This design comes from an exercise in tuning for small area and a short achievable clock period on the open sky130 flow, not from production work.
Only simulation tests tie the RTL to the original design; equivalence was not proved.
Power figures rest on the tool's default switching activity, not on a simulated workload.

==> design.v <==
package core_pkg;
    localparam int XLEN       = 32;
    localparam int REG_ADDR_W = 5;
    localparam int NUM_REGS   = 1 << REG_ADDR_W;
endpackage
import core_pkg::*;
module reg_file (
    input  logic                            clk,
    input  logic                            rst,
    input  logic [NUM_REGS-1:1]             sel1,
    input  logic [NUM_REGS-1:1]             sel2,
    output logic [XLEN-1:0]                 rd1,
    output logic [XLEN-1:0]                 rd2,
    input  logic                            we,
    input  logic [REG_ADDR_W-1:0]           waddr,
    input  logic [XLEN-1:0]                 wdata
);
    logic [XLEN-1:0] regs [1:NUM_REGS-1];
    logic [XLEN-1:0] wd;
    assign wd = rst ? '0 : wdata;
    always_ff @(posedge clk) begin
        for (int i = 1; i < NUM_REGS; i++)
            if (rst || (we && waddr == i[REG_ADDR_W-1:0]))
                regs[i] <= wd;
    end
    always_comb begin
        rd1 = '0;
        rd2 = '0;
        for (int i = 1; i < NUM_REGS; i++) begin
            rd1 = rd1 | (regs[i] & {XLEN{sel1[i]}});
            rd2 = rd2 | (regs[i] & {XLEN{sel2[i]}});
        end
    end
endmodule
import core_pkg::*;
module rv_slice_top (
    input  logic                            clk,
    input  logic                            rst,
    input  logic                            instr_valid,
    input  logic [31:0]                     instr,
    input  logic [core_pkg::XLEN-1:0]       pc,
    input  logic [core_pkg::XLEN-1:0]       mem_rdata,
    output logic                            mem_re,
    output logic                            mem_we,
    output logic [core_pkg::XLEN-1:0]       mem_addr,
    output logic [core_pkg::XLEN-1:0]       mem_wdata,
    output logic [1:0]                      mem_size,
    output logic                            redirect_valid,
    output logic [core_pkg::XLEN-1:0]       redirect_pc,
    output logic                            wb_valid,
    output logic [core_pkg::REG_ADDR_W-1:0] wb_rd,
    output logic [core_pkg::XLEN-1:0]       wb_data
);
    logic [XLEN-1:0]       X, Y, Z;
    logic [12:1]           bimm;
    logic [4:0]            shamt;
    logic                  e_wr, e_load, e_store, e_br, e_jal, e_jalr;
    logic [REG_ADDR_W-1:0] e_rd;
    logic [2:0]            e_f3;
    logic                  e_sub, e_signed, e_sra;
    logic                  e_sum, e_lt, e_xor, e_or, e_and, e_sr, e_sl, e_link;
    logic [XLEN-1:0]       R, S;
    logic                  r_wr, r_load, r_store;
    logic [REG_ADDR_W-1:0] r_rd;
    logic [2:0]            r_f3;
    logic                  r_redirect;
    logic [XLEN-1:0]       W;
    logic                  w_valid;
    logic [REG_ADDR_W-1:0] w_rd;
    logic [XLEN-1:0]       xf, yf, zf, sum, sh, sh_rev, alu, P, L, Pimm;
    logic [33:0]           add34;
    logic                  xe, ye, lt, eq, taken;
    logic [7:0]            lane_b;
    logic [15:0]           lane_h;
    logic [XLEN-1:0]       load_val, wd;
    logic [4:0] opc, rs1, rs2, rd;
    logic [2:0] f3;
    logic       is_load, is_store, is_op, is_opimm, is_lui, is_auipc;
    logic       is_br, is_jal, is_jalr, is_jump, opx;
    logic       wr, use1, useY;
    logic       hitE1, hitW1, hitE2, hitW2;
    logic       sE1, sW1, sE2, sW2;
    logic [XLEN-1:0] rd1f, rd2f;
    logic [NUM_REGS-1:1] pend, sel1, sel2;
    logic [XLEN-1:0] rd1, rd2, imm;
    logic [2:0] alu_f3;
    logic       sub_d;
    assign opc = instr[6:2];
    assign f3  = instr[14:12];
    assign rs1 = instr[19:15];
    assign rs2 = instr[24:20];
    assign rd  = instr[11:7];
    assign is_br    =  opc[4] & ~opc[0];
    assign is_jalr  =  opc[4] &  opc[0] & ~opc[1];
    assign is_jal   =  opc[1];
    assign is_jump  =  opc[4] &  opc[0];
    assign is_lui   =  opc[3] &  opc[2] &  opc[0];
    assign is_auipc = ~opc[3] &  opc[2] &  opc[0];
    assign is_opimm = ~opc[3] &  opc[2] & ~opc[0];
    assign is_op    =  opc[3] &  opc[2] & ~opc[0];
    assign is_load  = ~opc[4] & ~opc[3] & ~opc[2];
    assign is_store = ~opc[4] &  opc[3] & ~opc[2];
    assign opx      = opc[2] & ~opc[0] & ~opc[4];   
    assign wr   = ~is_br & ~is_store & (rd != '0);
    assign use1 = ~(opc[2] & opc[0]);               
    assign useY = is_op | is_br;
    always_comb begin
        for (int i = 1; i < NUM_REGS; i++)
            pend[i] = (e_wr && e_rd == i[4:0]) || (r_wr && r_rd == i[4:0]);
    end
    always_comb begin
        for (int i = 1; i < NUM_REGS; i++) begin
            sel1[i] = (rs1 == i[4:0]) & use1 & ~pend[i];
            sel2[i] = (rs2 == i[4:0]) & ~pend[i];
        end
    end
    assign hitE1 = e_wr && e_rd == rs1;
    assign hitW1 = r_wr && r_rd == rs1;
    assign hitE2 = e_wr && e_rd == rs2;
    assign hitW2 = r_wr && r_rd == rs2;
    assign sE1   = hitE1 & use1;
    assign sW1   = hitW1 & ~hitE1 & use1;
    assign sE2   = hitE2;
    assign sW2   = hitW2 & ~hitE2;
    assign rd1f = rd1 | (alu & {XLEN{sE1}}) | (wd & {XLEN{sW1}});
    assign rd2f = rd2 | (alu & {XLEN{sE2}}) | (wd & {XLEN{sW2}});
    always_comb begin
        if (is_lui | is_auipc)
            imm = {instr[31:12], 12'b0};
        else if (is_jal)
            imm = {{12{instr[31]}}, instr[19:12], instr[20], instr[30:21], 1'b0};
        else if (is_store)
            imm = {{21{instr[31]}}, instr[30:25], instr[11:7]};
        else
            imm = {{21{instr[31]}}, instr[30:20]};
    end
    assign alu_f3 = opx ? f3 : 3'b000;
    assign sub_d  = is_br | (is_op & f3 == 3'b000 & instr[30]) | (opx & f3[2:1] == 2'b01);
    reg_file u_regs (
        .clk, .rst,
        .sel1, .sel2, .rd1, .rd2,
        .we    (r_wr),
        .waddr (r_rd),
        .wdata (wd)
    );
    always_ff @(posedge clk) begin
        X    <= rd1f | (pc & {XLEN{is_auipc}});
        Y    <= (useY ? rd2f : imm) ^ {XLEN{sub_d}};    
        Z    <= is_store ? rd2f : {pc[31:2], 2'b00};
        bimm <= {instr[31], instr[7], instr[30:25], instr[11:8]};
        shamt <= useY ? rd2f[4:0] : instr[24:20];    
        e_rd <= rd;
        e_f3 <= f3;
        e_sub    <= sub_d;
        e_signed <= opx ? ~f3[0] : ~f3[1];
        e_sra    <= instr[30];
        e_sum  <= alu_f3 == 3'b000 & ~is_jump;
        e_sl   <= alu_f3 == 3'b001;
        e_lt   <= alu_f3[2:1] == 2'b01;
        e_xor  <= alu_f3 == 3'b100;
        e_sr   <= alu_f3 == 3'b101;
        e_or   <= alu_f3 == 3'b110;
        e_and  <= alu_f3 == 3'b111;
        e_link <= is_jump;
    end
    always_ff @(posedge clk) begin
        if (rst) begin
            e_wr    <= 1'b0;
            e_load  <= 1'b0;
            e_store <= 1'b0;
            e_br    <= 1'b0;
            e_jal   <= 1'b0;
            e_jalr  <= 1'b0;
        end else begin
            e_wr    <= instr_valid & wr;
            e_load  <= instr_valid & is_load;
            e_store <= instr_valid & is_store;
            e_br    <= instr_valid & is_br;
            e_jal   <= instr_valid & is_jal;
            e_jalr  <= instr_valid & is_jalr;
        end
    end
    assign xf = X;
    assign yf = Y;
    assign zf = Z;
    assign xe    = e_signed & xf[31];
    assign ye    = ~e_signed | yf[31];
    assign add34 = {xe, xf, 1'b1} + {ye, yf, e_sub};
    assign sum   = add34[32:1];
    assign lt    = add34[33];
    assign eq    = &(xf ^ yf);    
    assign sh     = 32'($signed({e_sra & xf[31], xf}) >>> shamt);
    assign sh_rev = xf << shamt;
    assign Pimm = e_br ? {{19{bimm[12]}}, bimm, 1'b0} : Y;
    assign P    = {Z[31:2] + Pimm[31:2], Pimm[1:0]};
    assign L    = {Z[31:2] + 30'd1, 2'b00};
    assign alu = (sum          & {XLEN{e_sum}})
               | ({31'b0, lt}  & {XLEN{e_lt}})
               | ((xf ^ yf)    & {XLEN{e_xor}})
               | ((xf | yf)    & {XLEN{e_or}})
               | ((xf & yf)    & {XLEN{e_and}})
               | (sh           & {XLEN{e_sr}})
               | (sh_rev       & {XLEN{e_sl}})
               | (L            & {XLEN{e_link}});
    assign taken = e_jal | e_jalr | (e_br & (e_f3[0] ^ (e_f3[2] ? lt : eq)));
    always_ff @(posedge clk) begin
        R    <= alu;
        S    <= e_jalr ? {sum[31:1], 1'b0} : (e_jal | e_br) ? P : zf;
        r_rd <= e_rd;
        r_f3 <= e_f3;
    end
    always_ff @(posedge clk) begin
        if (rst) begin
            r_wr       <= 1'b0;
            r_load     <= 1'b0;
            r_store    <= 1'b0;
            r_redirect <= 1'b0;
        end else begin
            r_wr       <= e_wr;
            r_load     <= e_load;
            r_store    <= e_store;
            r_redirect <= taken;
        end
    end
    assign lane_b = mem_rdata[{R[1:0], 3'b000} +: 8];
    assign lane_h = R[1] ? mem_rdata[31:16] : mem_rdata[15:0];
    always_comb begin
        if (r_f3[1])
            load_val = mem_rdata;
        else if (r_f3[0])
            load_val = {{16{~r_f3[2] & lane_h[15]}}, lane_h};
        else
            load_val = {{24{~r_f3[2] & lane_b[7]}}, lane_b};
    end
    assign wd = r_load ? load_val : R;
    always_ff @(posedge clk) begin
        W    <= wd;
        w_rd <= r_rd;
        if (rst)
            w_valid <= 1'b0;
        else
            w_valid <= r_wr;
    end
    assign mem_re         = r_load;
    assign mem_we         = r_store;
    assign mem_addr       = R;
    assign mem_wdata      = S;
    assign mem_size       = r_f3[1:0];
    assign redirect_valid = r_redirect;
    assign redirect_pc    = S;
    assign wb_valid       = w_valid;
    assign wb_rd          = w_rd;
    assign wb_data        = W;
endmodule
==> run.sh <==
#!/bin/bash
# synth_recipe.tcl (not shown) runs the flow's synth.tcl, then flattens the netlist and writes it again
# the make line also repeats each setting of config.mk as NAME=value (left out here)
make -C /OpenROAD-flow-scripts/flow DESIGN_CONFIG=/design/flow/config.mk WORK_HOME=/design/flow/orfs CLKGATE_MAP_FILE= SYNTH_SCRIPT=/design/flow/synth_recipe.tcl finish
==> config.mk <==
export PLATFORM = sky130hd
export DESIGN_NAME = rv_slice_top
export DESIGN_NICKNAME = rv_slice_top
export VERILOG_FILES = /design/flow/design.v
export SDC_FILE = /design/flow/constraint.sdc
export NUM_CORES = 4
export LEC_CHECK = 0
export CAP_MARGIN = 20
export CORE_MARGIN = 2
export CORE_UTILIZATION = 40
export CTS_BUF_LIST = sky130_fd_sc_hd__clkbuf_8
export PLACE_DENSITY = 0.5
export SETUP_SLACK_MARGIN = 2.6
export SLEW_MARGIN = 20
==> constraint.sdc <==
create_clock -name core_clock -period 6.0 [get_ports {clk}]
set_input_delay 1.2000 -clock core_clock [delete_from_list [all_inputs] [get_ports {clk}]]
set_output_delay 1.2000 -clock core_clock [all_outputs]
set_load 0.01 [all_outputs]
==> impl.org, run 1 <==
** Drt
- In the final routed layout, each cell accounts on average for 47.99 um.
- Signal routing reaches up to met5.
- Count of TritonRoute iterations in the first routing pass :: 10
- DR DRC count :: 0
- Number of vias per cell :: 7.402
- The count of nets left with antenna violations once routing finished came out at 0.
- The final layout contains routed wiring with a total length of 393.5 mm.
- Wire segments on met3 add up to 56.05 mm in the final route.
- Length of routed wiring on met1 :: 128.0 mm
- The first routing iteration left 11126 violations.
- After detailed routing, the met2 layer carries 164.0 mm of wire.
- For this block, the via count after detailed routing is 60684.

** Setup path
- On the worst path, the slowest cell contributes a delay of 610 ps.
- Maximum fanout encountered on the critical timing path :: 7
- Counting stages on the worst path, the most repeated cell is sky130_fd_sc_hd__buf_6.
- Slowest stage cell, crit path :: sky130_fd_sc_hd__a2111o_1
- The worst setup path is launched from a flop.
- CP Cell Sequence :: buf_6, and4bb_2, buf_6, a22oi_2, buf_6, and2_4, buf_12, a222oi_1, nand4_1, a2111o_1, a21oi_2, xnor2_1
- Register-to-Register Setup Slack :: 2420 ps
- Data required, critical path :: 6930 ps
- The worst setup path is captured at a flop.
- The worst setup path is of the reg2reg kind.
- Critical path arrival :: 4510 ps

** Min path
- Type of the tightest min-delay check :: reg2reg

** STA
- Setup repair after global routing could not meet its margin everywhere.
- Number of hold violations in the final report :: 0
- Setup TNS :: 0 ps
- Setup-failing EPs final :: 0
- Timing would allow up to 0.2792 GHz.
- Post-route minimum period :: 3582 ps
- In the finished design, the share of the clock period the worst path needs comes to 59.71%.
- For the pin with the worst max-slew slack, the measured transition is 1332 ps.
- The final max-slew violation count came to 0.
- In this run the tightest slew margin relative to its limit is 11.17%.
- On the final layout, the worst clock skew is 75.45 ps.

** Layout
- Multi-input gate area in the final layout :: 0.02823 mm^2
- In the final design database the tool counted 6142 nets.
- Final cell count without fillers :: 8198
- Layout Area Growth over Synthesis :: 27.31%
- Fraction of layout cells with a size suffix above 1 :: 26.61%
- Sequential cell area :: 0.03486 mm^2
- Filler Cells Inserted :: 13754
- Finished Core Util :: 51.36%

** Logic synthesis
- Synthesis handed over a netlist of 5272 instances.
- Sequential cells were found to cover 55.72% of the synthesized design area.
- Of all flip-flops after synthesis, the portion carrying an async set or reset was 0%.
- During synthesis, Yosys emitted a total of 3 warnings.
- Net Count, Synth :: 5467
- In this run, distinct cell masters in the synthesized netlist total 100.
- In this run the cell area of the synthesized design comes to 0.06230 mm^2.
- In this run the mean area of a mapped cell was 11.82 um^2.
- In this run, synthesis produced a sequential element count of 1238.
- Primary flip-flop cell chosen by synthesis mapping :: sky130_fd_sc_hd__edfxtp_1
- In this run, synthesis inferred 992 flip-flops with an integrated enable.

** GRT
- Antenna violations before repair :: 44
- Entering global routing, the biggest net connects 56 pins.
- Wire length of the first global-routing pass :: 509.6 mm
- The number of global-route vias before repair was 55836.
- Summed over all layers, the global routing overflow is 0.
- Global routing consumed, over all layers together, 48.01% of the routing resources.

** Die
- Die extent in y :: 398.6 um
- The floorplan step defined a die boundary enclosing 0.1589 mm^2.
- The initial utilization of the core area, before any placement, comes to 40.35%.
- The floorplan step defined a core boundary enclosing 0.1544 mm^2.
- Boundary pin count :: 238
- Row generation in the floorplan step produced 144 rows.
- Die W :: 398.6 um

** Clock network
- # hold bufs at CTS :: 0
- The tree is rooted in a sky130_fd_sc_hd__clkbuf_8.
- Buffers inserted during clock tree synthesis total 209.
- Clock-pin slew was measured on the worst setup and hold paths at 60 ps.
- H-tree levels :: 4
- The longest clock path from root to sink contains 3 buffers.
- TritonCTS built the clock tree.
- # clock sinks :: 1238
- Source-to-sink clock delay at the later pin of the worst-skew pair :: 1030 ps

** Placement
- The HPWL after detailed placement is 252.5 mm.
- Placer's final routability congestion estimate :: 1.068
- The number of placed instances, taps included, is 7467.
- The count of buffers added on input and output ports is 235.

** Run status
- Result of the run :: complete, no violations

** Flow run
- Max-cap check violation count :: 0

** Pwr
- In this run the power density over the cells is 371.0 mW/mm^2.
- Worst VDD drop :: 237.9 uV
- Leakage Power :: 29.55 nW
-- through the flow --
step                instance area (um^2)  power [mW]  setup WS, ps  hold slack [ps]
floorplan                          62580       15.83          2530            309.6
global placement                   69250       20.30         600.1            312.2
detailed placement                 69290       20.27         526.7            313.8
CTS                                76720       28.47          2448            326.4
global route                       79250       29.94          2463            336.8
finish                             79310       29.43          2418            324.8
-- cells in the final DEF (no fill, tap or decap), types with 25 or more instances in the layout --
cell,netlist,layout
sky130_fd_sc_hd__a221oi_1,133,91
sky130_fd_sc_hd__o211ai_1,30,30
sky130_fd_sc_hd__clkinv_1,2,47
sky130_fd_sc_hd__clkinv_2,0,36
sky130_fd_sc_hd__o21ai_0,175,150
sky130_fd_sc_hd__clkdlybuf4s50_1,0,222
sky130_fd_sc_hd__nor2_1,195,173
sky130_fd_sc_hd__dfxtp_1,246,190
sky130_fd_sc_hd__buf_4,44,525
sky130_fd_sc_hd__clkbuf_8,0,218
sky130_fd_sc_hd__inv_1,136,189
sky130_fd_sc_hd__edfxtp_1,992,992
sky130_fd_sc_hd__nor3_1,85,55
sky130_fd_sc_hd__a22o_1,116,116
sky130_fd_sc_hd__a211oi_1,42,34
sky130_fd_sc_hd__and3_1,162,159
sky130_fd_sc_hd__nand3_1,115,108
sky130_fd_sc_hd__a21o_1,44,29
sky130_fd_sc_hd__nand2b_1,34,29
sky130_fd_sc_hd__diode_2,0,35
sky130_fd_sc_hd__dfxtp_2,0,27
sky130_fd_sc_hd__buf_12,0,83
sky130_fd_sc_hd__nand2_1,301,285
sky130_fd_sc_hd__a221oi_2,2,37
sky130_fd_sc_hd__or4_4,1,25
sky130_fd_sc_hd__a222oi_1,34,34
sky130_fd_sc_hd__dfxtp_4,0,29
sky130_fd_sc_hd__a21oi_1,184,163
sky130_fd_sc_hd__xor2_1,49,42
sky130_fd_sc_hd__mux4_2,86,86
sky130_fd_sc_hd__mux2i_1,62,49
sky130_fd_sc_hd__a22oi_1,661,649
sky130_fd_sc_hd__and2_4,1,27
sky130_fd_sc_hd__nand4_1,183,183
sky130_fd_sc_hd__a221o_1,34,33
sky130_fd_sc_hd__ha_1,94,67
sky130_fd_sc_hd__xnor2_1,78,73
sky130_fd_sc_hd__buf_6,7,50
-- layer usage --
| layer | up-vias | GRT usage [%] |
|---|---|---|
| li1 | 22648 | - |
| met1 | 29611 | 53.88 |
| met2 | 6266 | 70.05 |
| met3 | 2123 | 19.97 |
| met4 | 36 | 41.93 |
| met5 | - | 1.453 |
-- flip-flops by register name (all words and copies together), names as in the netlist, 3 cells and up --
register and flops:
R 32, S 32, W 32, X 32
Y 32, Z 32, bimm 8, e_f3 3
e_rd 4, r_f3 3, r_rd 5, shamt 5
u_regs.regs 992, w_rd 5
-- kinds of logic (layout without fill, tap and decap cells) --
group | count (synthesis) | in the layout | synth area share (%)
compound gates | 1722 | 1722 | 20.58
simple gates | 1324 | 1327 | 11.36
flops | 1238 | 1238 | 55.72
buf+inv | 591 | 1435 | 4.029
mux | 174 | 174 | 4.575
xor+xnor | 127 | 127 | 1.786
fa+ha+maj | 96 | 96 | 1.952
other cells | 0 | 35 | 0
-- repair_timing --
| action | 4_1_cts | 5_1_grt |
|---|---|---|
| gates cloned | 8 | 1 |
| setup endpoints to repair | 532 | 342 |
| buffers inserted | 149 | 155 |
| pin swaps | 71 | 107 |
| gates resized for setup | 434 | 270 |
-- worst max-delay path: cells and delay by family, from the launching register on --
kind / cells / cell delay [ps]
AO/OA/AOI/OAI: 4 / 1300
AND/OR/NAND/NOR: 3 / 1070
buffers and inverters: 4 / 580
flip-flops: 1 / 420
XOR/XNOR: 1 / 140
-- where the power goes --
part           switching, mW  internal (mW)  leakage [nW]
clock                   3.91           3.78          2.31
combinational           5.76           3.21          15.0
sequential              1.34           11.4          12.2
-- Yosys cell counts, types with 12 or more instances --
master                      number  area [um^2]
sky130_fd_sc_hd__nor2_1        195        732.0
sky130_fd_sc_hd__a222oi_1       34        340.3
sky130_fd_sc_hd__o221ai_1       20        175.2
sky130_fd_sc_hd__and4_1         13        113.9
sky130_fd_sc_hd__xor2_1         49        429.2
sky130_fd_sc_hd__nor4b_1        12        105.1
sky130_fd_sc_hd__a221o_1        34        340.3
sky130_fd_sc_hd__nand3_1       115        575.6
sky130_fd_sc_hd__nand2_1       301         1130
sky130_fd_sc_hd__and3_1        162         1013
sky130_fd_sc_hd__o21bai_1       28        210.2
sky130_fd_sc_hd__a22o_1        116         1016
sky130_fd_sc_hd__nor2b_1        45        281.5
sky130_fd_sc_hd__mux4_2         86         1937
sky130_fd_sc_hd__mux2_2         26        292.8
sky130_fd_sc_hd__o22a_1         15        131.4
sky130_fd_sc_hd__o21ai_0       175        875.8
sky130_fd_sc_hd__clkbuf_1      317         1190
sky130_fd_sc_hd__a211o_1        18        157.7
sky130_fd_sc_hd__o211ai_1       30        225.2
sky130_fd_sc_hd__xnor2_1        78        683.2
sky130_fd_sc_hd__ha_1           94         1176
sky130_fd_sc_hd__a211oi_1       42        315.3
sky130_fd_sc_hd__o31ai_1        12        90.09
sky130_fd_sc_hd__a2111oi_0      50        437.9
sky130_fd_sc_hd__a22oi_1       661         4962
sky130_fd_sc_hd__edfxtp_1      992        29790
sky130_fd_sc_hd__nand2b_1       34        212.7
sky130_fd_sc_hd__buf_1          26        97.59
sky130_fd_sc_hd__inv_1         136        510.5
sky130_fd_sc_hd__buf_2          59        295.3
sky130_fd_sc_hd__buf_4          44        330.3
sky130_fd_sc_hd__o21a_1         22        165.2
sky130_fd_sc_hd__nor3_1         85        425.4
sky130_fd_sc_hd__and2_1         44        275.3
sky130_fd_sc_hd__nor4_1         17        106.4
sky130_fd_sc_hd__nand4_1       183         1145
sky130_fd_sc_hd__a21oi_1       184        920.9
sky130_fd_sc_hd__a221oi_1      133         1165
sky130_fd_sc_hd__mux2i_1        62        620.6
sky130_fd_sc_hd__dfxtp_1       246         4925
sky130_fd_sc_hd__or4_1          39        292.8
sky130_fd_sc_hd__a21o_1         44        330.3
sky130_fd_sc_hd__or3_1          19        118.9
-- path summary, 6_finish.rpt --
check | cells past startpoint | start | to
max | 12 | bimm[4]$_DFF_P_ | Y[3]$_DFF_P_
min | 0 | e_f3[1]$_DFF_P_ | r_f3[1]$_DFF_P_
max reg2reg | 12 | bimm[4]$_DFF_P_ | Y[3]$_DFF_P_
min reg2reg | 0 | e_f3[1]$_DFF_P_ | r_f3[1]$_DFF_P_
-- cell type report --
type                    count  area share, %
inverters                 138         0.6579
well taps                2044          3.225
clock buffers             218          3.783
clock inverters           165          1.377
flip-flops and latches   1238          43.95
diodes                     35         0.1104
multi-input cells        3446          35.60
repair buffers            914          11.30
==> run 2, diff against run 1 <==
--- a/design.v
+++ b/design.v
@@ -9,4 +9,4 @@
     input  logic                            rst,
-    input  logic [NUM_REGS-1:1]             sel1,
-    input  logic [NUM_REGS-1:1]             sel2,
+    input  logic [REG_ADDR_W-1:0]           raddr1,
+    input  logic [REG_ADDR_W-1:0]           raddr2,
     output logic [XLEN-1:0]                 rd1,
@@ -18,2 +18,3 @@
     logic [XLEN-1:0] regs [1:NUM_REGS-1];
+    logic [XLEN-1:0] rf [0:NUM_REGS-1];
     logic [XLEN-1:0] wd;
@@ -26,9 +27,8 @@
     always_comb begin
-        rd1 = '0;
-        rd2 = '0;
-        for (int i = 1; i < NUM_REGS; i++) begin
-            rd1 = rd1 | (regs[i] & {XLEN{sel1[i]}});
-            rd2 = rd2 | (regs[i] & {XLEN{sel2[i]}});
-        end
-    end
+        rf[0] = '0;
+        for (int i = 1; i < NUM_REGS; i++)
+            rf[i] = regs[i];
+    end
+    assign rd1 = rf[raddr1];
+    assign rd2 = rf[raddr2];
 endmodule
@@ -83,3 +83,2 @@
     logic [XLEN-1:0] rd1f, rd2f;
-    logic [NUM_REGS-1:1] pend, sel1, sel2;
     logic [XLEN-1:0] rd1, rd2, imm;
@@ -106,12 +105,2 @@
     assign useY = is_op | is_br;
-    always_comb begin
-        for (int i = 1; i < NUM_REGS; i++)
-            pend[i] = (e_wr && e_rd == i[4:0]) || (r_wr && r_rd == i[4:0]);
-    end
-    always_comb begin
-        for (int i = 1; i < NUM_REGS; i++) begin
-            sel1[i] = (rs1 == i[4:0]) & use1 & ~pend[i];
-            sel2[i] = (rs2 == i[4:0]) & ~pend[i];
-        end
-    end
     assign hitE1 = e_wr && e_rd == rs1;
@@ -124,4 +113,4 @@
     assign sW2   = hitW2 & ~hitE2;
-    assign rd1f = rd1 | (alu & {XLEN{sE1}}) | (wd & {XLEN{sW1}});
-    assign rd2f = rd2 | (alu & {XLEN{sE2}}) | (wd & {XLEN{sW2}});
+    assign rd1f = (rd1 & {XLEN{use1 & ~hitE1 & ~hitW1}}) | (alu & {XLEN{sE1}}) | (wd & {XLEN{sW1}});
+    assign rd2f = (rd2 & {XLEN{~hitE2 & ~hitW2}}) | (alu & {XLEN{sE2}}) | (wd & {XLEN{sW2}});
     always_comb begin
@@ -140,3 +129,3 @@
         .clk, .rst,
-        .sel1, .sel2, .rd1, .rd2,
+        .raddr1 (rs1), .raddr2 (rs2), .rd1, .rd2,
         .we    (r_wr),
--- a/config.mk
+++ b/config.mk
@@ -8,6 +8,6 @@
 export CAP_MARGIN = 20
+export CELL_PAD_IN_SITES_DETAIL_PLACEMENT = 1
+export CELL_PAD_IN_SITES_GLOBAL_PLACEMENT = 2
 export CORE_MARGIN = 2
-export CORE_UTILIZATION = 40
-export CTS_BUF_LIST = sky130_fd_sc_hd__clkbuf_8
-export PLACE_DENSITY = 0.5
+export CORE_UTILIZATION = 45
 export SETUP_SLACK_MARGIN = 2.6
==> run 2 against run 1 <==
Sequential power about the same. Cell count down 6.8%. Total power up 0.80%. Area after synthesis down 2.5%. Clock power up 15%. Clock skew down 48 ps. Via count down 2.6%. Critical path depth up 3. Register-to-register slack better by 50 ps. Flip-flop and latch count unchanged. First-iteration DRC count up 6.8%. Critical endpoint is now S[6]$_DFF_P_.
==> impl.org, run 2 <==
** Run status
- Result of the run: complete, no violations (unchanged).

** Drt
- Via count :: 59108 (was 60684)
- WL per Instance :: 47.41 um (was 47.99 um)
- The ratio of routed vias to standard cells is 7.734 (was 7.402).
- The DRC violation count after routing is 0 (unchanged).
- Count of TritonRoute iterations in the first routing pass :: 10 (unchanged)
- Initial drt markers :: 11888 (was 11126)
- The number of antenna-violating nets in the routed design is 0 (unchanged).
- Routed Wire Length :: 362.4 mm (was 393.5 mm)

** Pwr
- The power density over cell area came to 387.1 mW/mm^2 (was 371.0 mW/mm^2).
- The internal power was 19.32 mW (was 18.42 mW).
- The leakage power came to 28.28 nW (was 29.55 nW).
- Gate power share :: 27.7% (was 30.5%)
- The net switching power figure was 10.34 mW (was 11.01 mW).
- Worst VDD drop :: 388.0 uV (was 237.9 uV)
- Sw Ratio :: 34.87% (was 37.42%)
- Clock power frac :: 29.8% (was 26.1%)
- The proportion of power drawn by flip-flops and latches came to 42.5% (was 43.4%).

** Min path
- The type of the tightest min-delay check was reg2reg (unchanged).

** Logic synthesis
- Mean Syn Cell Area :: 11.71 um^2 (was 11.82 um^2)
- The share of flip-flops with an asynchronous set or reset after synthesis was 0% (unchanged).
- Biggest area consumer among synthesized cells :: sky130_fd_sc_hd__edfxtp_1 (unchanged)
- Synth Area in XOR/XNOR :: 1.903% (was 1.786%)
- Combinational family with the most area after synthesis :: compound AO/OA/AOI/OAI gates (unchanged)
- Most numerous cell in the Yosys netlist :: sky130_fd_sc_hd__edfxtp_1 (unchanged)
- The post-synthesis instance area was 0.06075 mm^2 (was 0.06230 mm^2).
- The share of synthesized area spent on multiplexers came to 4.065% (was 4.575%).
- Area share of the largest cell type after synthesis :: 49.03% (was 47.82%)
- Synth top area cells: sky130_fd_sc_hd__edfxtp_1, sky130_fd_sc_hd__dfxtp_1, sky130_fd_sc_hd__a22oi_1 (was sky130_fd_sc_hd__edfxtp_1, sky130_fd_sc_hd__a22oi_1, sky130_fd_sc_hd__dfxtp_1).
- The number of synthesized flops with an enable pin came to 992 (unchanged).
- Top post-synthesis cells by count: sky130_fd_sc_hd__edfxtp_1, sky130_fd_sc_hd__a22oi_1, sky130_fd_sc_hd__nand2_1 (was sky130_fd_sc_hd__edfxtp_1, sky130_fd_sc_hd__a22oi_1, sky130_fd_sc_hd__clkbuf_1).
- Synthesis warning total :: 4 (was 3)
- The synthesized-area fraction occupied by ao, oa, aoi and oai cells is 21.24% (was 20.58%).
- Yosys reg bits :: 1238 (unchanged)
- Primary flip-flop cell chosen by synthesis mapping :: sky130_fd_sc_hd__edfxtp_1 (unchanged)
- Distinct cell type count of the synthesized netlist :: 88 (was 100)
- Share of synthesized cell area in and, or, nand and nor gates :: 9.667% (was 11.36%)
- The share of synthesized cell area in full adder, half adder and majority cells came to 2.002% (was 1.952%).
- Gate count after technology mapping :: 5187 (was 5272)
- The post-synth net total is 5382 (was 5467).
- Sequential cell area fraction in the yosys report :: 57.14% (was 55.72%)

** Clock network
- The TritonCTS clock tree was done (unchanged).
- The number of sinks on the clock net is 1238 (unchanged).
- Total clock buffers created by CTS :: 137 (was 209)
- # hold bufs at CTS :: 0 (unchanged)
- The clock network latency to the later pin of the worst-skew pair came to 820 ps (was 1030 ps).
- The cell at the root of the clock tree is sky130_fd_sc_hd__clkbuf_16 (was sky130_fd_sc_hd__clkbuf_8).
- The H-tree depth reported by CTS is 4 (unchanged).
- Deepest clock path buffer count :: 3 (unchanged)
- The clock input transition at the sequential cells of the worst setup and hold paths came to 70 ps (was 60 ps).

** Layout
- The final-stage net count came to 5925 (was 6142).
- The leading cell type in the layout, fill and taps excluded was sky130_fd_sc_hd__edfxtp_1 (unchanged).
- The growth of design area from synthesis to finish came to 26.14% (was 27.31%).
- The layout cell share with drive strength beyond 1 is 23.08% (was 26.61%).
- The number of flip-flops in the largest register was 992 (unchanged).
- Leading cell types in the layout, fill and taps excluded: sky130_fd_sc_hd__edfxtp_1, sky130_fd_sc_hd__a22oi_1, sky130_fd_sc_hd__buf_4 (unchanged).
- The post-route standard cell area excluding fillers was 0.07663 mm^2 (was 0.07931 mm^2).
- The register with the most flip-flops is u_regs.regs (unchanged).

** Setup path
- The kind of capture point of the worst setup path is a flop (unchanged).
- The register-to-register setup slack is 2460 ps (was 2420 ps).
- Endpoint of the lowest-slack register-to-register path :: S[6]$_DFF_P_ (was Y[3]$_DFF_P_)
- Capture point of the critical path :: S[6]$_DFF_P_ (was Y[3]$_DFF_P_)
- Number of cell instances on the worst register-to-register path :: 15 (was 12)
- Data required, critical path :: 6620 ps (was 6930 ps)
- Crit path launch :: e_br$_SDFF_PP0_ (was bimm[4]$_DFF_P_)
- Critical path arrival :: 4160 ps (was 4510 ps)
- The startpoint of the most critical register-to-register path was e_br$_SDFF_PP0_ (was bimm[4]$_DFF_P_).
- The category of the most critical setup path is reg2reg (unchanged).
- The type of element launching the critical path is a flop (unchanged).
- Maximum fanout encountered on the critical timing path :: 4 (was 7)

** GRT
- The largest net degree at the start of global routing is 72 (was 56).
- Wire length of the first global-routing pass :: 478.9 mm (was 509.6 mm)
- The initial antenna violation count was 42 (was 44).
- The number of global-route vias before repair is 56126 (was 55836).
- The aggregate global routing overflow is 0 (unchanged).
- The overall track demand over capacity in global routing came to 51.06% (was 48.01%).

** Die
- The number of placement rows was 134 (was 144).
- Die Outline Area :: 0.1380 mm^2 (was 0.1589 mm^2)
- The width of the chip is 371.4 um (was 398.6 um).
- The standard cell core area came to 0.1338 mm^2 (was 0.1544 mm^2).
- Boundary pin count :: 238 (unchanged)
- The die height is 371.4 um (was 398.6 um).
- Initial Util :: 45.41% (was 40.35%)

** Placement
- Buffers on Ports :: 235 (unchanged)
- The HPWL after detailed placement was 225.1 mm (was 252.5 mm).
- Placed Instance Area :: 0.06707 mm^2 (was 0.06929 mm^2)
- The routability congestion estimate was 1.043 (was 1.068).

** STA
- The final-report hold violation count came to 0 (unchanged).
- The worst clock skew is 27.84 ps (was 75.45 ps).
- Slew HR :: 17.18% (was 11.17%)
- Setup TNS :: 0 ps (unchanged)
- The top achievable clock speed was 0.2828 GHz (was 0.2792 GHz).
- Post-route minimum period :: 3537 ps (was 3582 ps)
- Slew @ Worst Pin :: 1242 ps (was 1332 ps)
- The final critical-path share of the clock period is 58.94% (was 59.71%).
- Pins over their slew limit :: 0 (unchanged)
- RSZ-0062 raised after global routing :: yes (unchanged)
- Setup-failing EPs final :: 0 (unchanged)

** Flow run
- The reported max-cap violation count was 0 (unchanged).
[run 2: cell types whose count changed after synthesis, sizes merged, moves of 24 or more]
cell,change
a2111oi,-48
and3,-133
nor2,+81
nand4,-96
nand3,+61
buf,-37
nand2,+117
a221oi,+28
a222oi,+72
nor2b,-24
or4,-25
[run 2: power by group through the flow]
stage          Sequential (mW)  Combinational, mW  Clock (mW)
6_report                  12.6               8.22        8.85
5_1_grt                   12.7               8.36        9.10
4_1_cts                   12.5               7.28        8.77
3_5_place_dp              12.7               6.60           0
3_3_place_gp              12.6               6.54           0
2_1_floorplan             12.2               3.31           0
[run 2: cell type report]
type	instances	area, um^2
fillers	13352	57160
flip-flops and latches	1238	34800
multi-input cells	3362	26080
repair buffers	837	8285
clock buffers	163	3598
well taps	1768	2212
clock inverters	86	972.2
inverters	153	586.8
diodes	35	87.58
repair inverters	1	5.005
[run 2: worst min-delay path by stage]
stage / from / endpoint / slack [ps] / cells after the start
finish: e_f3[1]$_DFF_P_ / r_f3[1]$_DFF_P_ / 330 / 0
global route: e_f3[1]$_DFF_P_ / r_f3[1]$_DFF_P_ / 340 / 0
CTS: e_f3[1]$_DFF_P_ / r_f3[1]$_DFF_P_ / 330 / 0
detailed placement: e_f3[1]$_DFF_P_ / r_f3[1]$_DFF_P_ / 320 / 0
global placement: e_f3[1]$_DFF_P_ / r_f3[1]$_DFF_P_ / 320 / 0
floorplan: e_f3[1]$_DFF_P_ / r_f3[1]$_DFF_P_ / 310 / 0
[run 2: cells by family after synthesis]
kind of cell,after synthesis
AOI/OAI and AO/OA,1735
and+or+nand+nor,1251
DFF,1238
buffers and inverters,589
muxes,146
xor gates and xnor gates,132
adders and majority gates,96
[run 2: metrics by stage]
| stage | utilization (%) | hold WS [ps] | setup WS [ps] | power, mW | cells |
|---|---|---|---|---|---|
| 2_1_floorplan | - | 309.6 | 2105 | 15.54 | 5187 |
| 3_3_place_gp | 50.03 | 323.7 | 570.9 | 19.17 | 7053 |
| 3_5_place_dp | 50.13 | 320.1 | 552.9 | 19.28 | 7059 |
| 4_1_cts | 55.94 | 333.5 | 2484 | 28.53 | 7520 |
| 5_1_grt | 57.23 | 340.7 | 2404 | 30.11 | 7618 |
| 6_report | 57.28 | 331.6 | 2463 | 29.66 | 7643 |
[run 2: what timing repair did]
| item | 4_1_cts | 5_1_grt |
|---|---|---|
| buffers inserted | 207 | 82 |
| gates resized for setup | 328 | 236 |
| endpoints found under the setup margin | 590 | 367 |
| endpoints found under the hold margin | 0 | 0 |
| pin swaps | 82 | 111 |
| cloned | 5 | 5 |
[run 2: metal layers]
| metal | track usage, % | vias to the layer above | routed length (um) |
|---|---|---|---|
| met1 | 58.33 | 29188 | 116300 |
| met4 | 41.72 | 22 | 38260 |
| met3 | 20.86 | 1992 | 54560 |
| met2 | 75.04 | 6115 | 152800 |
| met5 | 1.014 | - | 468 |
| li1 | - | 21791 | - |
[run 2: worst max-delay path, stage by stage, from the launching register on]
cell	delay, ps
sky130_fd_sc_hd__dfxtp_4	370
sky130_fd_sc_hd__buf_6	130
sky130_fd_sc_hd__buf_12	120
sky130_fd_sc_hd__o21ai_1	220
sky130_fd_sc_hd__ha_1	330
sky130_fd_sc_hd__nor2b_1	160
sky130_fd_sc_hd__o21a_1	200
sky130_fd_sc_hd__buf_4	140
sky130_fd_sc_hd__buf_4	120
sky130_fd_sc_hd__buf_4	120
sky130_fd_sc_hd__buf_4	120
sky130_fd_sc_hd__buf_4	120
sky130_fd_sc_hd__nor2_1	110
sky130_fd_sc_hd__xnor2_1	130
sky130_fd_sc_hd__a211oi_1	90
sky130_fd_sc_hd__a21oi_1	870
==> run 3, diff against run 2 <==
--- a/design.v
+++ b/design.v
@@ -54,3 +54,3 @@
     logic [XLEN-1:0]       X, Y, Z;
-    logic [12:1]           bimm;
+    logic [20:1]           pimm;
     logic [4:0]            shamt;
@@ -69,3 +69,3 @@
     logic [REG_ADDR_W-1:0] w_rd;
-    logic [XLEN-1:0]       xf, yf, zf, sum, sh, sh_rev, alu, P, L, Pimm;
+    logic [XLEN-1:0]       xf, yf, zf, sum, sh, sh_rev, alu, alu_o, P, L, Pimm;
     logic [33:0]           add34;
@@ -82,3 +82,4 @@
     logic       sE1, sW1, sE2, sW2;
-    logic [XLEN-1:0] rd1f, rd2f;
+    logic [XLEN-1:0] rd1f, rd2f, rd2o;
+    logic       fs1, fs2, gY, fY_p, fY_n, gZ;
     logic [XLEN-1:0] rd1, rd2, imm;
@@ -113,4 +114,11 @@
     assign sW2   = hitW2 & ~hitE2;
-    assign rd1f = (rd1 & {XLEN{use1 & ~hitE1 & ~hitW1}}) | (alu & {XLEN{sE1}}) | (wd & {XLEN{sW1}});
-    assign rd2f = (rd2 & {XLEN{~hitE2 & ~hitW2}}) | (alu & {XLEN{sE2}}) | (wd & {XLEN{sW2}});
+    assign fs1  = sE1 & e_sum;
+    assign fs2  = sE2 & e_sum;
+    assign rd1f = (rd1 & {XLEN{use1 & ~hitE1 & ~hitW1}}) | (alu_o & {XLEN{sE1}}) | (wd & {XLEN{sW1}});
+    assign rd2o = (rd2 & {XLEN{~hitE2 & ~hitW2}}) | (alu_o & {XLEN{sE2}}) | (wd & {XLEN{sW2}});
+    assign rd2f = rd2o | (sum & {XLEN{fs2}});
+    assign gY   = useY & ~fs2;
+    assign fY_p = useY & fs2 & ~sub_d;
+    assign fY_n = useY & fs2 & sub_d;
+    assign gZ   = is_store & ~fs2;
     always_comb begin
@@ -135,6 +143,10 @@
     always_ff @(posedge clk) begin
-        X    <= rd1f | (pc & {XLEN{is_auipc}});
-        Y    <= (useY ? rd2f : imm) ^ {XLEN{sub_d}};    
-        Z    <= is_store ? rd2f : {pc[31:2], 2'b00};
-        bimm <= {instr[31], instr[7], instr[30:25], instr[11:8]};
+        X    <= rd1f | (sum & {XLEN{fs1}}) | (pc & {XLEN{is_auipc}});
+        Y    <= (sum & {XLEN{fY_p}}) | (~sum & {XLEN{fY_n}})
+              | ((rd2o ^ {XLEN{sub_d}}) & {XLEN{gY}})
+              | ((imm ^ {XLEN{sub_d}}) & {XLEN{~useY}});
+        Z    <= (sum & {XLEN{is_store & fs2}}) | (rd2o & {XLEN{gZ}})
+              | ({pc[31:2], 2'b00} & {XLEN{~is_store}});
+        pimm <= is_br ? {{9{instr[31]}}, instr[7], instr[30:25], instr[11:8]}
+                      : {instr[31], instr[19:12], instr[20], instr[30:21]};
         shamt <= useY ? rd2f[4:0] : instr[24:20];    
@@ -182,7 +194,6 @@
     assign sh_rev = xf << shamt;
-    assign Pimm = e_br ? {{19{bimm[12]}}, bimm, 1'b0} : Y;
+    assign Pimm = {{11{pimm[20]}}, pimm, 1'b0};
     assign P    = {Z[31:2] + Pimm[31:2], Pimm[1:0]};
     assign L    = {Z[31:2] + 30'd1, 2'b00};
-    assign alu = (sum          & {XLEN{e_sum}})
-               | ({31'b0, lt}  & {XLEN{e_lt}})
+    assign alu_o = ({31'b0, lt}  & {XLEN{e_lt}})
                | ((xf ^ yf)    & {XLEN{e_xor}})
@@ -193,2 +204,3 @@
                | (L            & {XLEN{e_link}});
+    assign alu   = (sum & {XLEN{e_sum}}) | alu_o;
     assign taken = e_jal | e_jalr | (e_br & (e_f3[0] ^ (e_f3[2] ? lt : eq)));
==> flow/run.sh (new file) <==
#!/bin/bash
set -euo pipefail
bash standard.sh 'BUFFER_PORTS_ARGS=-buffer_cell sky130_fd_sc_hd__buf_1' finish > make_finish.log 2>&1
==> standard.sh (new file) <==
#!/bin/bash
# synth_recipe.tcl (not shown) runs the flow's synth.tcl, then flattens the netlist and writes it again
# the make line also repeats each setting of config.mk as NAME=value (left out here)
make -C /OpenROAD-flow-scripts/flow DESIGN_CONFIG=/design/flow/config.mk WORK_HOME=/design/flow/orfs CLKGATE_MAP_FILE= SYNTH_SCRIPT=/design/flow/synth_recipe.tcl "${@:-finish}"
--- a/config.mk
+++ b/config.mk
@@ -8,7 +8,7 @@
 export CAP_MARGIN = 20
-export CELL_PAD_IN_SITES_DETAIL_PLACEMENT = 1
-export CELL_PAD_IN_SITES_GLOBAL_PLACEMENT = 2
 export CORE_MARGIN = 2
-export CORE_UTILIZATION = 45
-export SETUP_SLACK_MARGIN = 2.6
+export CORE_UTILIZATION = 40
+export PLACE_DENSITY = 0.5
+export SETUP_SLACK_MARGIN = 2.7
 export SLEW_MARGIN = 20
+export TNS_END_PERCENT = 10
removed: run.sh
==> run 3 against run 2 <==
Fmax decreased by 3.5%. Clock skew increased by 13 ps. Sequential power about the same. Area after synthesis increased by 1.1%. Hold slack improved by 8.0 ps. Critical path depth decreased by 11. Flip-flop and latch count increased by 13. First-iteration DRC count decreased by 1.4%. Cell area decreased by 2.4%. Still clean. Cell count increased by 2.9%. Setup slack got worse by 130 ps. Count of clock-buffer cells in the layout increased by 7.
==> impl.org, run 3 <==
** Run status
- Result of the run :: complete, no violations (unchanged)

** Clock network
- The number of buffers added to fix hold violations after cts came to 0 (unchanged).
- The H-tree depth reported by CTS came to 4 (unchanged).
- Source-to-sink clock delay at the later pin of the worst-skew pair :: 830 ps (was 820 ps)
- Clock Tree Root :: sky130_fd_sc_hd__clkbuf_16 (unchanged)
- The number of sinks on the clock net was 1251 (was 1238).
- Deepest clock path buffer count :: 3 (unchanged)
- The number of buffers created by CTS is 140 (was 137).
- CTS tree :: done (unchanged)
- Clock-pin transition on the worst setup and hold timing paths :: 60 ps (was 70 ps)

** Pwr
- Total power divided by cell area :: 382.4 mW/mm^2 (was 387.1 mW/mm^2)
- Worst VDD drop :: 303.7 uV (was 388.0 uV)
- Switching power total :: 10.07 mW (was 10.34 mW)
- Gate power share :: 25.1% (was 27.7%)
- The internal power came to 18.51 mW (was 19.32 mW).
- Sw Ratio :: 35.24% (was 34.87%)
- The proportion of power drawn by the clock network was 30.7% (was 29.8%).
- Sequential power share :: 44.2% (was 42.5%)
- The leakage power came to 27.57 nW (was 28.28 nW).

** STA
- The minimum clock period after layout came to 3664 ps (was 3537 ps).
- The worst max-slew margin expressed relative to the limit came to 12.68% (was 17.18%).
- Worst Hold Margin :: 339.6 ps (was 331.6 ps)
- The worst clock skew is 41.18 ps (was 27.84 ps).
- The final max-slew violation count came to 0 (unchanged).
- RSZ-0062 raised after global routing :: yes (unchanged)
- The final critical-path share of the clock period came to 61.07% (was 58.94%).
- The sum of negative setup slack is 0 ps (unchanged).
- Setup-failing EPs final :: 0 (unchanged)
- The top achievable clock speed came to 0.2729 GHz (was 0.2828 GHz).
- The slew at the pin closest to its max-slew limit is 1296 ps (was 1242 ps).
- Number of hold violations in the final report :: 0 (unchanged)

** Drt
- Remaining antenna violation count :: 0 (unchanged)
- The total wire length was 364.8 mm (was 362.4 mm).
- WL per Instance :: 46.41 um (was 47.41 um)
- Initial drt markers :: 11718 (was 11888)
- The vias after detailed routing was 57879 (was 59108).
- The ratio of routed vias to standard cells was 7.362 (was 7.734).
- The DRC violation count after routing is 0 (unchanged).
- Count of TritonRoute iterations in the first routing pass :: 13 (was 10)

** Setup path
- The register-to-register setup slack is 2340 ps (was 2460 ps).
- Crit path launch :: r_rd[2]$_DFF_P_ (was e_br$_SDFF_PP0_)
- Type of the setup path with the least slack :: reg2reg (unchanged)
- Startpoint of the lowest-slack register-to-register path :: r_rd[2]$_DFF_P_ (was e_br$_SDFF_PP0_)
- The number of cells on the worst reg-to-reg path was 4 (was 15).
- Critical path arrival :: 4110 ps (was 4160 ps)
- Sort of element at the end of the critical path :: flop (unchanged)
- The reg-to-reg critical path endpoint is u_regs.regs[22][23]$_DFFE_PP_ (was S[6]$_DFF_P_).
- Data required, critical path :: 6440 ps (was 6620 ps)
- Maximum fanout encountered on the critical timing path :: 20 (was 4)
- CP Cell Sequence :: nor2b_1, nand3_1, o21ai_4, buf_4 (was buf_6, buf_12, o21ai_1, ha_1, nor2b_1, o21a_1, buf_4, buf_4, buf_4, buf_4, buf_4, nor2_1, xnor2_1, a211oi_1, a21oi_1)
- Startpoint kind of the worst setup timing path :: flop (unchanged)
- The critical path's largest stage delay was 990 ps (was 870 ps).
- The master of the slowest instance on the critical path was sky130_fd_sc_hd__o21ai_4 (was sky130_fd_sc_hd__a21oi_1).

** GRT
- Wire length of the first global-routing pass :: 479.6 mm (was 478.9 mm)
- The aggregate global routing overflow came to 0 (unchanged).
- Overall routing resource usage :: 45.23% (was 51.06%)
- Maximum number of pins on one net before global-route repair :: 53 (was 72)
- The number of global-route vias before repair was 53428 (was 56126).
- Antenna violations before repair :: 33 (was 42)

** Logic synthesis
- Distinct cell type count of the synthesized netlist :: 90 (was 88)
- The flip-flop cell with the highest count after synthesis was sky130_fd_sc_hd__edfxtp_1 (unchanged).
- Mean Syn Cell Area :: 11.88 um^2 (was 11.71 um^2)
- The post-synth net total is 5367 (was 5382).
- The share of flip-flops with an asynchronous set or reset after synthesis was 0% (unchanged).
- The number of synthesized flops with an enable pin came to 992 (unchanged).
- Synthesis warning total :: 4 (unchanged)
- The portion of synthesized cell area occupied by the leading cell type came to 48.49% (was 49.03%).
- Top post-synthesis cells by count :: sky130_fd_sc_hd__edfxtp_1, sky130_fd_sc_hd__a22oi_1, sky130_fd_sc_hd__nand2_1 (unchanged)
- Most numerous cell in the Yosys netlist :: sky130_fd_sc_hd__edfxtp_1 (unchanged)
- Yosys reg bits :: 1251 (was 1238)
- Synth top area cells :: sky130_fd_sc_hd__edfxtp_1, sky130_fd_sc_hd__dfxtp_1, sky130_fd_sc_hd__a22oi_1 (unchanged)
- The post-synthesis instance area came to 0.06143 mm^2 (was 0.06075 mm^2).
- The cell taking the most area after synthesis is sky130_fd_sc_hd__edfxtp_1 (unchanged).
- Sequential cell area fraction in the yosys report :: 56.93% (was 57.14%)
- Gate count after technology mapping :: 5172 (was 5187)

** Flow run
- The reported max-cap violation count came to 0 (unchanged).

** Layout
- Leading cell types in the layout, fill and taps excluded: sky130_fd_sc_hd__edfxtp_1, sky130_fd_sc_hd__a22oi_1, sky130_fd_sc_hd__buf_4 (unchanged).
- Multi-input gate area in the final layout :: 0.02597 mm^2 (was 0.02608 mm^2)
- The number of flip-flops in the largest register is 992 (unchanged).
- The final-stage net count came to 5885 (was 5925).
- Fraction of layout cells with a size suffix above 1 :: 21.81% (was 23.08%)
- The leading cell type in the layout, fill and taps excluded was sky130_fd_sc_hd__edfxtp_1 (unchanged).
- Finished Core Util :: 49.10% (was 57.28%)
- The register with the most flip-flops was u_regs.regs (unchanged).
- The growth of design area from synthesis to finish was 21.70% (was 26.14%).
- Sequential cell area :: 0.03509 mm^2 (was 0.03480 mm^2)
- The final-layout fill cell count was 13651 (was 13352).

** Die
- The boundary pin count was 238 (unchanged).
- The die area is 0.1567 mm^2 (was 0.1380 mm^2).
- The width of the chip came to 395.9 um (was 371.4 um).
- The effective utilization at floorplan came to 40.34% (was 45.41%).
- The die height was 395.9 um (was 371.4 um).
- The standard cell core area came to 0.1523 mm^2 (was 0.1338 mm^2).
- Floorplan row count :: 143 (was 134)

** Placement
- The HPWL after detailed placement was 238.9 mm (was 225.1 mm).
- The routability congestion estimate was 0.9949 (was 1.043).
- Buffers on Ports :: 235 (unchanged)

** Min path
- Worst min-delay path startpoint :: e_f3[1]$_DFF_P_ (unchanged)
- The worst hold path cell count was 0 (unchanged).
- Hold Path End :: r_f3[1]$_DFF_P_ (unchanged)
- Type of the tightest min-delay check :: reg2reg (unchanged)
## run 3: changes by cell type in the layout (fill, tap and decap cells not counted), sizes merged, moves of 35 or more
cell	change
a221oi	+35
a222oi	-36
a22o	+48
a22oi	-103
buf	+197
clkdlybuf4s50	-218
nor2	-47
## run 3: worst max path at each step
stage | depth (start not counted) | slack [ps] | endpoint
2_1_floorplan | 4 | 1960 | u_regs.regs[24][0]$_DFFE_PP_
3_3_place_gp | 13 | 740 | Y[29]$_DFF_P_
3_5_place_dp | 11 | 740 | Y[18]$_DFF_P_
4_1_cts | 12 | 2320 | X[28]$_DFF_P_
5_1_grt | 13 | 2330 | Y[2]$_DFF_P_
6_report | 4 | 2340 | u_regs.regs[22][23]$_DFFE_PP_
## run 3: final cells by class
class | count | area share, %
Sequential cell | 1251 | 46.93
Multi-Input combinational cell | 3382 | 34.74
Timing Repair Buffer | 799 | 8.146
Clock buffer | 170 | 4.974
Tap cell | 2030 | 3.397
Clock inverter | 86 | 1.120
Inverter | 116 | 0.5958
Antenna cell | 28 | 0.09372
## run 3: power by group through the flow
stage | Clock, mW | Combinational [mW] | Sequential (mW)
floorplan | 0 | 3.05 | 12.2
global placement | 0 | 6.15 | 12.8
detailed placement | 0 | 6.14 | 12.8
CTS | 8.77 | 6.74 | 12.5
global route | 9.09 | 7.27 | 12.7
finish | 8.78 | 7.18 | 12.6
## run 3: routing by layer
layer / global-route usage [%] / vias up / wire length (um)
li1: - / 21780 / -
met3: 15.67 / 1680 / 49030
met1: 53.33 / 28614 / 123900
met2: 66.90 / 5783 / 155500
met5: 0 / - / 154
met4: 36.46 / 22 / 36290
## run 3: cells by family after synthesis
kind of cell | synth area share [%]
AO/OA/AOI/OAI | 20.83
flip-flops | 56.93
adder cells (fa/ha/maj) | 1.980
buffers and inverters | 3.735
XOR/XNOR | 2.067
AND/OR/NAND/NOR | 9.722
multiplexers | 4.736
## run 3: stage by stage
stage | setup WS, ps | instance area [um^2] | cells | total power, mW
4_1_cts | 2322 | 74250 | 7800 | 28.06
3_5_place_dp | 744.2 | 66650 | 7361 | 18.91
2_1_floorplan | 1963 | 61450 | 5172 | 15.30
6_report | 2336 | 74760 | 7862 | 28.59
5_1_grt | 2326 | 74700 | 7837 | 29.05
3_3_place_gp | 737.2 | 66620 | 7360 | 18.94
## run 3: what timing repair did
item,in CTS,in global routing
pin swaps,75,11
gates resized for setup,355,34
gates cloned,3,0
setup buffers,180,32
setup endpoints to repair,680,809
## run 3: critical path: cells and delay by family, from the launching register on
kind / cells / cell delay (ps)
AOI/OAI and AO/OA: 1 / 990
buffers and inverters: 1 / 720
and+or+nand+nor: 2 / 780
DFF: 1 / 770
==> run 4, diff against run 3 <==
--- a/config.mk
+++ b/config.mk
@@ -9,4 +9,3 @@
 export CORE_MARGIN = 2
-export CORE_UTILIZATION = 40
-export PLACE_DENSITY = 0.5
+export CORE_UTILIZATION = 50
 export SETUP_SLACK_MARGIN = 2.7
==> run 4 against run 3 <==
Still clean on timing, DRC and antenna. Wire length decreased by 7.2%. Sequential share of layout area increased by 0.50 points. Critical path depth increased by 8. Fmax decreased by 3.0%. Synthesized cell count unchanged. Clock power decreased by 3.9%. Cell count decreased by 6.3%. Count of clock-buffer cells in the layout decreased by 21. Cell area decreased by 1.1%. First-iteration DRC count increased by 18%. Total power decreased by 1.6%. Largest cell class unchanged. Highest routed layer unchanged.
==> impl.org, run 4 <==
** Run status
- Result of the run: complete, no violations (unchanged).

** GRT
- Antenna violations before repair :: 30 (was 33)
- The largest net degree at the start of global routing is 44 (was 53).
- The wire length of the first global-routing pass came to 448.2 mm (was 479.6 mm).
- The number of global-route vias before repair came to 53305 (was 53428).
- The aggregate global routing overflow came to 0 (unchanged).
- Overall routing resource usage :: 52.38% (was 45.23%)

** Setup path
- The startpoint of the most critical register-to-register path is shamt[0]$_DFF_P_ (was r_rd[2]$_DFF_P_).
- Number of cell instances on the worst register-to-register path :: 12 (was 4)
- Data required, critical path :: 6640 ps (was 6440 ps)
- Endpoint of the lowest-slack register-to-register path :: Y[4]$_DFF_P_ (was u_regs.regs[22][23]$_DFFE_PP_)
- Type of the setup path with the least slack :: reg2reg (unchanged)
- Startpoint kind of the worst setup timing path :: flop (unchanged)
- Register-to-Register Setup Slack :: 2220 ps (was 2340 ps)
- The arrival time of data at the critical path endpoint came to 4410 ps (was 4110 ps).
- The maximum fanout along the worst path came to 6 (was 20).
- Sort of element at the end of the critical path :: flop (unchanged)

** Logic synthesis
- The flip-flop cell with the highest count after synthesis was sky130_fd_sc_hd__edfxtp_1 (unchanged).
- Top post-synthesis cells by count: sky130_fd_sc_hd__edfxtp_1, sky130_fd_sc_hd__a22oi_1, sky130_fd_sc_hd__nand2_1 (unchanged).
- Distinct cell type count of the synthesized netlist :: 90 (unchanged)
- The post-synthesis instance total came to 5172 (unchanged).
- Synthesis warning total :: 4 (unchanged)
- Net Count, Synth :: 5367 (unchanged)
- Mean Syn Cell Area :: 11.88 um^2 (unchanged)
- The number of synthesized register bits is 1251 (unchanged).
- The sequential fraction of the synthesis area was 56.93% (unchanged).
- The number of synthesized flops with an enable pin is 992 (unchanged).
- The post-synthesis instance area was 0.06143 mm^2 (unchanged).
- Synth top area cells: sky130_fd_sc_hd__edfxtp_1, sky130_fd_sc_hd__dfxtp_1, sky130_fd_sc_hd__a22oi_1 (unchanged).
- Most numerous cell in the Yosys netlist :: sky130_fd_sc_hd__edfxtp_1 (unchanged)
- The portion of synthesized cell area occupied by the leading cell type is 48.49% (unchanged).
- The share of flip-flops with an asynchronous set or reset after synthesis was 0% (unchanged).
- Biggest area consumer among synthesized cells :: sky130_fd_sc_hd__edfxtp_1 (unchanged)

** Clock network
- CTS tree :: done (unchanged)
- # hold bufs at CTS :: 0 (unchanged)
- The clock network latency to the later pin of the worst-skew pair came to 810 ps (was 830 ps).
- The clock input transition at the sequential cells of the worst setup and hold paths is 60 ps (about the same).
- The cell at the root of the clock tree is sky130_fd_sc_hd__clkbuf_16 (unchanged).
- Total clock buffers created by CTS :: 134 (was 140)
- The number of sinks on the clock net was 1251 (unchanged).
- The H-tree depth reported by CTS came to 4 (unchanged).
- Deepest clock path buffer count :: 3 (unchanged)

** Die
- The effective utilization at floorplan is 50.40% (was 40.34%).
- Die extent in y :: 354.5 um (was 395.9 um)
- The boundary pin count is 238 (unchanged).
- The width of the chip was 354.5 um (was 395.9 um).
- The die area came to 0.1257 mm^2 (was 0.1567 mm^2).
- The number of placement rows was 128 (was 143).
- The standard cell core area came to 0.1219 mm^2 (was 0.1523 mm^2).

** STA
- The top achievable clock speed is 0.2649 GHz (was 0.2729 GHz).
- Fin crit share :: 62.93% (was 61.07%)
- The minimum clock period after layout came to 3776 ps (was 3664 ps).
- Setup-failing EPs final :: 0 (unchanged)
- Final Skew :: 38.76 ps (was 41.18 ps)
- The worst max-slew margin expressed relative to the limit is 8.974% (was 12.68%).
- Slew @ Worst Pin :: 1365 ps (was 1296 ps)
- Number of hold violations in the final report :: 0 (unchanged)
- The final max-slew violation count came to 0 (unchanged).
- Setup TNS :: 0 ps (unchanged)
- RSZ-0062 raised after global routing :: yes (unchanged)
- The final worst-path setup slack was 2224 ps (was 2336 ps).

** Drt
- The ratio of routed vias to standard cells was 7.885 (was 7.362).
- Count of TritonRoute iterations in the first routing pass :: 14 (was 13)
- The vias after detailed routing came to 58088 (was 57879).
- The number of DRC markers after the initial detailed-route iteration came to 13770 (was 11718).
- The number of antenna-violating nets in the routed design is 0 (unchanged).
- The DRC violation count after routing is 0 (unchanged).
- WL per Instance :: 45.95 um (was 46.41 um)
- The total wire length was 338.5 mm (was 364.8 mm).

** Min path
- Hold Path Cell Cnt :: 0 (unchanged)
- The capture endpoint of the worst hold path was r_f3[1]$_DFF_P_ (unchanged).
- The type of the tightest min-delay check is reg2reg (unchanged).
- Worst min-delay path startpoint :: e_f3[1]$_DFF_P_ (unchanged)

** Layout
- Most frequent standard cell in the layout excluding fill and tap cells :: sky130_fd_sc_hd__edfxtp_1 (unchanged)
- Layout Area Growth over Synthesis :: 20.37% (was 21.70%)
- Final std cell area, no fill :: 0.07394 mm^2 (was 0.07476 mm^2)
- The utilization after layout was 60.67% (was 49.10%).
- Leading cell types in the layout, fill and taps excluded: sky130_fd_sc_hd__edfxtp_1, sky130_fd_sc_hd__a22oi_1, sky130_fd_sc_hd__nand2_1 (was sky130_fd_sc_hd__edfxtp_1, sky130_fd_sc_hd__a22oi_1, sky130_fd_sc_hd__buf_4).
- Largest register by flop count :: u_regs.regs (unchanged)
- Net count reported at finish :: 5812 (was 5885)
- The number of flip-flops in the largest register is 992 (unchanged).
- The layout cell share with drive strength beyond 1 is 21.45% (was 21.81%).

** Placement
- Detailed Place HPWL :: 213.6 mm (was 238.9 mm)
- The cell area after placement came to 0.06582 mm^2 (was 0.06665 mm^2).
- Placer's final routability congestion estimate :: 1.040 (was 0.9949)
- The placement-stage worst setup slack came to 788.0 ps (was 744.2 ps).
- The count of input and output buffers came to 235 (unchanged).

** Pwr
- Total power divided by cell area :: 380.3 mW/mm^2 (was 382.4 mW/mm^2)
- The leakage power is 27.25 nW (was 27.57 nW).
- PnR Total Power :: 28.12 mW (was 28.59 mW)
- The worst supply voltage drop on vdd was 320.0 uV (was 303.7 uV).

** Flow run
- Max-cap check violation count :: 0 (unchanged)
run 4: cell counts after synthesis:
Identical to the previous run, type by type.
run 4: critical path: stages, from the launching register on:
cell	delay (ps)
sky130_fd_sc_hd__dfxtp_4	490
sky130_fd_sc_hd__buf_16	160
sky130_fd_sc_hd__mux4_2	540
sky130_fd_sc_hd__mux4_2	480
sky130_fd_sc_hd__nand2b_4	150
sky130_fd_sc_hd__o211ai_1	300
sky130_fd_sc_hd__o2111ai_4	330
sky130_fd_sc_hd__a222oi_1	530
sky130_fd_sc_hd__buf_4	190
sky130_fd_sc_hd__nand2_2	60
sky130_fd_sc_hd__o21ai_2	100
sky130_fd_sc_hd__xor2_1	200
sky130_fd_sc_hd__a21oi_2	100
run 4: report_power, final:
part           leakage (nW)  internal (mW)  switching [mW]
Clock                  2.11           4.69            3.75
Combinational          12.8           2.21            4.88
Sequential             12.3           11.4            1.19
run 4: metal layers:
metal	GRT usage [%]	routed length [um]	vias to the layer above
li1	-	-	21635
met3	22.64	55190	2047
met4	45.97	38020	24
met1	60.13	106400	27708
met2	74.43	138600	6674
met5	0.9057	218	-
run 4: cells by family after synthesis:
logic type      share of synthesized area, %
fa+ha+maj                              1.980
simple gates                           9.722
mux                                    4.736
flops                                  56.93
xor+xnor                               2.067
buf+inv                                3.735
compound gates                         20.83
run 4: cell type report:
| cell class | instances | area [um^2] |
|---|---|---|
| fill | 9794 | 47930 |
| multi-input combinational | 3382 | 26170 |
| sequential | 1251 | 35070 |
| inverter | 116 | 441.7 |
| tap | 1625 | 2033 |
| clock buffer | 149 | 3441 |
| antenna | 26 | 65.06 |
| clock inverter | 86 | 908.4 |
| timing repair buffer | 732 | 5816 |
run 4: worst max-delay path by stage:
stage                     start                           end  slack [ps]  cells after the start
5_1_grt        shamt[0]$_DFF_P_                  Y[4]$_DFF_P_        2180                     12
4_1_cts            R[0]$_DFF_P_  u_regs.regs[31][9]$_DFFE_PP_        2420                      6
3_5_place_dp          instr[21]                 Y[27]$_DFF_P_         790                     12
3_3_place_gp          instr[22]                 Z[28]$_DFF_P_         690                     12
2_1_floorplan   r_rd[3]$_DFF_P_  u_regs.regs[24][0]$_DFFE_PP_        1960                      4
6_report       shamt[0]$_DFF_P_                  Y[4]$_DFF_P_        2220                     12
run 4: timing repair:
item / CTS / global route
endpoints found under the setup margin: 1127 / 1205
resized for setup: 433 / 20
cloned: 8 / 0
pin swaps: 98 / 10
buffers inserted: 192 / 12
run 4: metrics by stage:
step	hold slack (ps)	cells
after floorplan	309.6	5172
after global placement	312.4	6891
after detailed placement	315.0	6893
after CTS	327.4	7328
after global routing	333.7	7343
final	328.2	7367

[afterwards: timing with drivers on the ports]
In the flow no input, the clock included, has a driving cell. The finished layouts below were timed again as built, in two steps. Step 1: set_driving_cell puts a clkbuf_16 on clk and a buf_2 on each other input, an assumption about the parent block. Step 2 also shifts input and output timing later by t, the mid clock arrival at the registers, as if the neighbouring blocks saw the same clock. Slacks: ideal ports / drivers / drivers and shift; pairs: ideal ports / drivers.
run	t (ns)	setup WS [ns]	hold slack, ns
run 1	1.063	2.418 / 2.418 / 1.436	0.325 / 0.325 / 0.325
run 2	0.901	2.463 / 2.463 / 1.624	0.332 / 0.332 / 0.332
run 3	0.885	2.336 / 2.292 / 1.407	0.340 / 0.340 / 0.340
run 4	0.859	2.224 / 2.186 / 1.326	0.328 / 0.328 / 0.328
After both steps every run listed still meets setup and hold. For run 1, which loses most, drivers alone change the setup slack by 0.000 ns; drivers and shift together by -0.982 ns.
